What follows belongs to an exercise in optimizing a design on an open flow for small area; a production flow would make more cautious choices.
In this exercise RTL edits were held to simulation tests only and were not proved equivalent to the original.
Power is estimated from default activity; no workload was simulated.

==> module dma_nand4, before the edit <==
module dma_nand4 (
    input  logic a, b, c, d,
    output logic y
);
    assign y = !(a && b && c && d);
endmodule
==> module dma_rmux8, before the edit <==
module dma_rmux8 (
    input  logic [7:0] d,
    input  logic [7:0] s,
    output logic       y
);
    logic [3:0] n;
    dma_ao222n u0 (.a1(d[0]), .a2(s[0]), .b1(d[1]), .b2(s[1]), .c1(d[2]), .c2(s[2]), .y(n[0]));
    dma_ao222n u1 (.a1(d[3]), .a2(s[3]), .b1(d[4]), .b2(s[4]), .c1(d[5]), .c2(s[5]), .y(n[1]));
    dma_nand2  u2 (.a(d[6]), .b(s[6]), .y(n[2]));
    dma_nand2  u3 (.a(d[7]), .b(s[7]), .y(n[3]));
    dma_nand4  u4 (.a(n[0]), .b(n[1]), .c(n[2]), .d(n[3]), .y(y));
endmodule
==> module dma_master_top, before the edit <==
module dma_master_top (
    input  logic        m_HCLK,
    input  logic        m_HRESETn,
    input  logic        start,
    input  logic [31:0] src_addr,
    input  logic [31:0] dest_addr,
    input  logic [11:0] xfer_bytes,
    input  logic [2:0]  burst_sel,
    input  logic        intr_mask,
    input  logic        intr_clear,
    output logic        busy,
    output logic        dma_intr,
    output logic        hbusreq,
    input  logic        hgrant,
    output logic [1:0]  htrans,
    output logic [2:0]  hburst,
    output logic [2:0]  hsize,
    output logic [31:0] haddr,
    output logic        hwrite,
    output logic [31:0] hwdata,
    input  logic        hready,
    input  logic [31:0] hrdata
);
    localparam logic [2:0] S_IDLE  = 3'b000;
    localparam logic [2:0] S_REQ   = 3'b101;
    localparam logic [2:0] S_READ  = 3'b110;
    localparam logic [2:0] S_WRITE = 3'b111;
    localparam logic [2:0] S_DONE  = 3'b100;
    logic [2:0]  state;
    logic        status;
    logic [9:0]  words_left;
    logic [1:0]  sel_q;       
    logic [4:0]  arem;        
    logic        first;       
    logic [2:0]  ri;          
    logic        dph_valid;
    logic        dph_write;
    logic [31:0] a_q;         
    logic [31:0] b_q;         
    logic        first_rd;    
    logic [31:0] mem [16];
    logic is_read, is_write, load, done, e8;
    logic cmd_active, issue, idle_bus, dph_done;
    logic go_read, go_write;
    logic a_end;
    logic [4:0] burst_len;
    logic [3:0] burst_last;
    logic short;
    logic hb_incr;
    logic [31:0] a_inc;
    assign is_read  = (state == S_READ);
    assign is_write = (state == S_WRITE);
    assign done     = (state == S_DONE);
    assign busy     = state[2];
    assign hbusreq  = state[1] | state[0];
    assign load     = start && !busy;
    assign dma_intr = status && !intr_mask;
    assign hsize    = 3'b010;
    assign a_end      = (arem == 5'd0);
    assign cmd_active = state[1] && !a_end && hgrant;
    assign issue      = cmd_active && hready;
    assign dph_done   = hready && dph_valid;
    assign idle_bus   = !htrans[1] && !dph_valid;
    assign short = (sel_q == 2'd1) ? (words_left[9:2] == '0) :
                   (sel_q == 2'd2) ? (words_left[9:3] == '0) :
                   (sel_q == 2'd3) ? (words_left[9:4] == '0) : 1'b0;
    assign burst_len  = short ? {1'b0, words_left[3:0]} :
                        (sel_q == 2'd0) ? 5'd1 : (sel_q == 2'd1) ? 5'd4 :
                        (sel_q == 2'd2) ? 5'd8 : 5'd16;
    assign burst_last = short ? words_left[3:0] - 1'b1 : {sel_q[1] & sel_q[0], sel_q[1], sel_q[1] | sel_q[0], sel_q[1] | sel_q[0]};
    assign hburst = hb_incr ? 3'b001 : {sel_q[1], sel_q[0], sel_q[1] | sel_q[0]};
    always_comb begin
        go_read  = 1'b0;
        go_write = 1'b0;
        case (state)
            S_REQ:   go_read  = hgrant;
            S_READ:  go_write = a_end && idle_bus;
            S_WRITE: go_read  = a_end && (words_left != '0);
            default: ;
        endcase
    end
    always_ff @(posedge m_HCLK or negedge m_HRESETn) begin
        if (!m_HRESETn) begin
            state     <= S_IDLE;
            status    <= 1'b0;
            htrans    <= 2'b00;
            dph_valid <= 1'b0;
        end else begin
            case (state)
                S_IDLE:  if (start) state <= S_REQ;
                S_REQ:   if (hgrant) state <= S_READ;
                S_READ:  if (go_write) state <= S_WRITE;
                S_WRITE: if (go_read) state <= S_READ;
                         else if (a_end && idle_bus) state <= S_DONE;
                default: state <= S_IDLE;
            endcase
            if (done)
                status <= 1'b1;
            else if (intr_clear)
                status <= 1'b0;
            if (hready) begin
                dph_valid <= htrans[1];
                if (!cmd_active)
                    htrans <= 2'b00;
                else if (first || htrans == 2'b00)
                    htrans <= 2'b10;
                else
                    htrans <= 2'b11;
            end
        end
    end
    always_ff @(posedge m_HCLK) begin
        if (load) begin
            words_left <= xfer_bytes[11:2];
            sel_q      <= {burst_sel[2] | burst_sel[1], burst_sel[2] | burst_sel[0]};
        end else if (issue && is_write) begin
            words_left <= words_left - 1'b1;
        end
        if (go_read || go_write) begin
            arem  <= burst_len;
            first <= 1'b1;
        end else if (issue) begin
            arem  <= arem - 1'b1;
            first <= 1'b0;
        end
        if (go_write)
            ri <= burst_last[2:0];
        if (hready) begin
            dph_write <= hwrite;
            hwrite    <= cmd_active && is_write;
            if (cmd_active) begin
                if (first)
                    hb_incr <= short;
                else if (htrans == 2'b00)
                    hb_incr <= 1'b1;   
            end
        end
    end
    assign a_inc = {a_q[31:2] + 30'd1, a_q[1:0]};
    assign haddr = a_q;
    logic        a_sel_sw, a_sel_inc;
    logic [31:0] a_nx;
    assign a_sel_sw  = !load && first;
    assign a_sel_inc = !load && !first;
    for (genvar b = 0; b < 32; b++) begin : g_anx
        dma_ao222 u_nx (.a1(load), .a2(src_addr[b]), .b1(a_sel_sw), .b2(b_q[b]),
                        .c1(a_sel_inc), .c2(a_inc[b]), .y(a_nx[b]));
    end
    always_ff @(posedge m_HCLK) begin
        if (load || (issue && !first_rd))
            a_q <= a_nx;
        if (load)
            b_q <= dest_addr;
        else if (issue && !first_rd && first)
            b_q <= a_inc;
        if (load)
            first_rd <= 1'b1;
        else if (issue)
            first_rd <= 1'b0;
    end
    assign e8 = is_read && (burst_len <= 5'd8);
    always_ff @(posedge m_HCLK) begin
        if (dph_done) begin
            mem[0] <= hrdata;
            for (int i = 1; i < 16; i++)
                mem[i] <= (i == 8 && e8) ? hrdata : mem[i-1];
        end
    end
    logic [7:0] rsel;
    always_comb
        for (int i = 0; i < 8; i++)
            rsel[i] = (ri == 3'(i));
    for (genvar b = 0; b < 32; b++) begin : g_rd
        logic [7:0] col;
        for (genvar i = 0; i < 8; i++) begin : g_col
            assign col[i] = mem[8+i][b];
        end
        dma_rmux8 u_mux (.d(col), .s(rsel), .y(hwdata[b]));
    end
endmodule
clock: 5.0 ns
lec_check: 0
cap_margin: 20
core_margin: 2
core_utilization: 40
cts_cluster_diameter: 80
cts_cluster_size: 25
slew_margin: 20
synth_hierarchical: 1
synth_minimum_keep_size: 0
standard.sh (not shown) runs the stock make flow with config.mk's settings and CLKGATE_MAP_FILE= SYNTH_SCRIPT=/design/flow/synth_recipe.tcl, a recipe that flattens the netlist after the stock synthesis.
==> flow/flow/run.sh <==
#!/bin/bash
# The standard layout (standard.sh) with two changes:
#  - the port buffers use the smallest buffer cell, sky130_fd_sc_hd__buf_1;
#  - clock tree synthesis adds no dummy loads (same clustering as config.mk).
set -euo pipefail
export BUFFER_PORTS_ARGS="-buffer_cell sky130_fd_sc_hd__buf_1"
export CTS_ARGS="-sink_clustering_enable -repair_clock_nets -sink_clustering_size 25 -sink_clustering_max_diameter 80 -dont_use_dummy_load"
bash standard.sh finish > standard_flow.log 2>&1
Next try:
--- a/flow/design.v
+++ b/flow/design.v
@@ -43,29 +43,56 @@
 );
     assign y = !(a && b);
 endmodule
+module dma_and3n4 (
+    input  logic a, b, c, d, e, f,
+    output logic y
+);
+    logic t;
+    assign t = a && b && c;
+    assign y = !(t && d && e && f);
+endmodule
+module dma_rmux16 (
+    input  logic [15:0] d,
+    input  logic [15:0] s,
+    output logic        y
+);
+    logic [5:0] n;
+    dma_ao222n u0 (.a1(d[0]),  .a2(s[0]),  .b1(d[1]),  .b2(s[1]),  .c1(d[2]),  .c2(s[2]),  .y(n[0]));
+    dma_ao222n u1 (.a1(d[3]),  .a2(s[3]),  .b1(d[4]),  .b2(s[4]),  .c1(d[5]),  .c2(s[5]),  .y(n[1]));
+    dma_ao222n u2 (.a1(d[6]),  .a2(s[6]),  .b1(d[7]),  .b2(s[7]),  .c1(d[8]),  .c2(s[8]),  .y(n[2]));
+    dma_ao222n u3 (.a1(d[9]),  .a2(s[9]),  .b1(d[10]), .b2(s[10]), .c1(d[11]), .c2(s[11]), .y(n[3]));
+    dma_ao222n u4 (.a1(d[12]), .a2(s[12]), .b1(d[13]), .b2(s[13]), .c1(d[14]), .c2(s[14]), .y(n[4]));
+    dma_nand2  u5 (.a(d[15]), .b(s[15]), .y(n[5]));
+    dma_and3n4 u6 (.a(n[0]), .b(n[1]), .c(n[2]), .d(n[3]), .e(n[4]), .f(n[5]), .y(y));
+endmodule
 module dma_ao222 (
     input  logic a1, a2, b1, b2, c1, c2,
     output logic y
 );
     assign y = (a1 && a2) || (b1 && b2) || (c1 && c2);
 endmodule
-module dma_nand4 (
-    input  logic a, b, c, d,
-    output logic y
-);
-    assign y = !(a && b && c && d);
+module dma_ao22n (
+    input  logic a1, a2, b1, b2,
+    output logic y
+);
+    assign y = !((a1 && a2) || (b1 && b2));
+endmodule
+module dma_nand3 (
+    input  logic a, b, c,
+    output logic y
+);
+    assign y = !(a && b && c);
 endmodule
 module dma_rmux8 (
     input  logic [7:0] d,
     input  logic [7:0] s,
     output logic       y
 );
-    logic [3:0] n;
+    logic [2:0] n;
     dma_ao222n u0 (.a1(d[0]), .a2(s[0]), .b1(d[1]), .b2(s[1]), .c1(d[2]), .c2(s[2]), .y(n[0]));
     dma_ao222n u1 (.a1(d[3]), .a2(s[3]), .b1(d[4]), .b2(s[4]), .c1(d[5]), .c2(s[5]), .y(n[1]));
-    dma_nand2  u2 (.a(d[6]), .b(s[6]), .y(n[2]));
-    dma_nand2  u3 (.a(d[7]), .b(s[7]), .y(n[3]));
-    dma_nand4  u4 (.a(n[0]), .b(n[1]), .c(n[2]), .d(n[3]), .y(y));
+    dma_ao22n  u2 (.a1(d[6]), .a2(s[6]), .b1(d[7]), .b2(s[7]), .y(n[2]));
+    dma_nand3  u3 (.a(n[0]), .b(n[1]), .c(n[2]), .y(y));
 endmodule
 `timescale 1ns/10ps
 module dma_master_top (
@@ -103,13 +130,14 @@
     logic [4:0]  arem;        
     logic        first;       
     logic [2:0]  ri;          
+    logic        e8;          
     logic        dph_valid;
     logic        dph_write;
     logic [31:0] a_q;         
     logic [31:0] b_q;         
     logic        first_rd;    
     logic [31:0] mem [16];
-    logic is_read, is_write, load, done, e8;
+    logic is_write, load, done;
     logic cmd_active, issue, idle_bus, dph_done;
     logic go_read, go_write;
     logic a_end;
@@ -118,7 +146,6 @@
     logic short;
     logic hb_incr;
     logic [31:0] a_inc;
-    assign is_read  = (state == S_READ);
     assign is_write = (state == S_WRITE);
     assign done     = (state == S_DONE);
     assign busy     = state[2];
@@ -193,6 +220,8 @@
             arem  <= arem - 1'b1;
             first <= 1'b0;
         end
+        if (go_read)
+            e8 <= (burst_len <= 5'd8);
         if (go_write)
             ri <= burst_last[2:0];
         if (hready) begin
@@ -228,7 +257,6 @@
         else if (issue)
             first_rd <= 1'b0;
     end
-    assign e8 = is_read && (burst_len <= 5'd8);
     always_ff @(posedge m_HCLK) begin
         if (dph_done) begin
             mem[0] <= hrdata;
What happened: The changed run ran to the end with no violations. Routed wire length shrinks by 0.66%. Power grows by 2.8%. Hold slack gets better by 0.012 ns. Via count grows by 3.2%. Worst setup slack gets better by 0.21 ns. Synthesized cell count grows by 1.2%. Maximum frequency grows by about 6%.

## afterwards: timing with drivers on the ports
The flow's constraints put no driver on any port. The routed layouts listed below were extracted and timed again, unchanged, in two steps. Step 1 assumes that a clkbuf_16 drives the clock port and a buf_2 every other input. Step 2, shift: input delay + t, output delay - t, t = (earliest + latest rising clock arrival at the registers) / 2. This alone moves slack from input paths to output paths. a / b / c = no drivers / after step 1 / after step 2; a / b = the first two.
run | t (ns) | setup slack, ns | clock arrival spread, ns
the first run | 0.639 | 1.101 / 1.044 / 1.683 | 0.061 / 0.061
the second run | 0.600 | 1.312 / 1.254 / 1.854 | 0.073 / 0.072
After both steps every run listed still meets setup and hold.
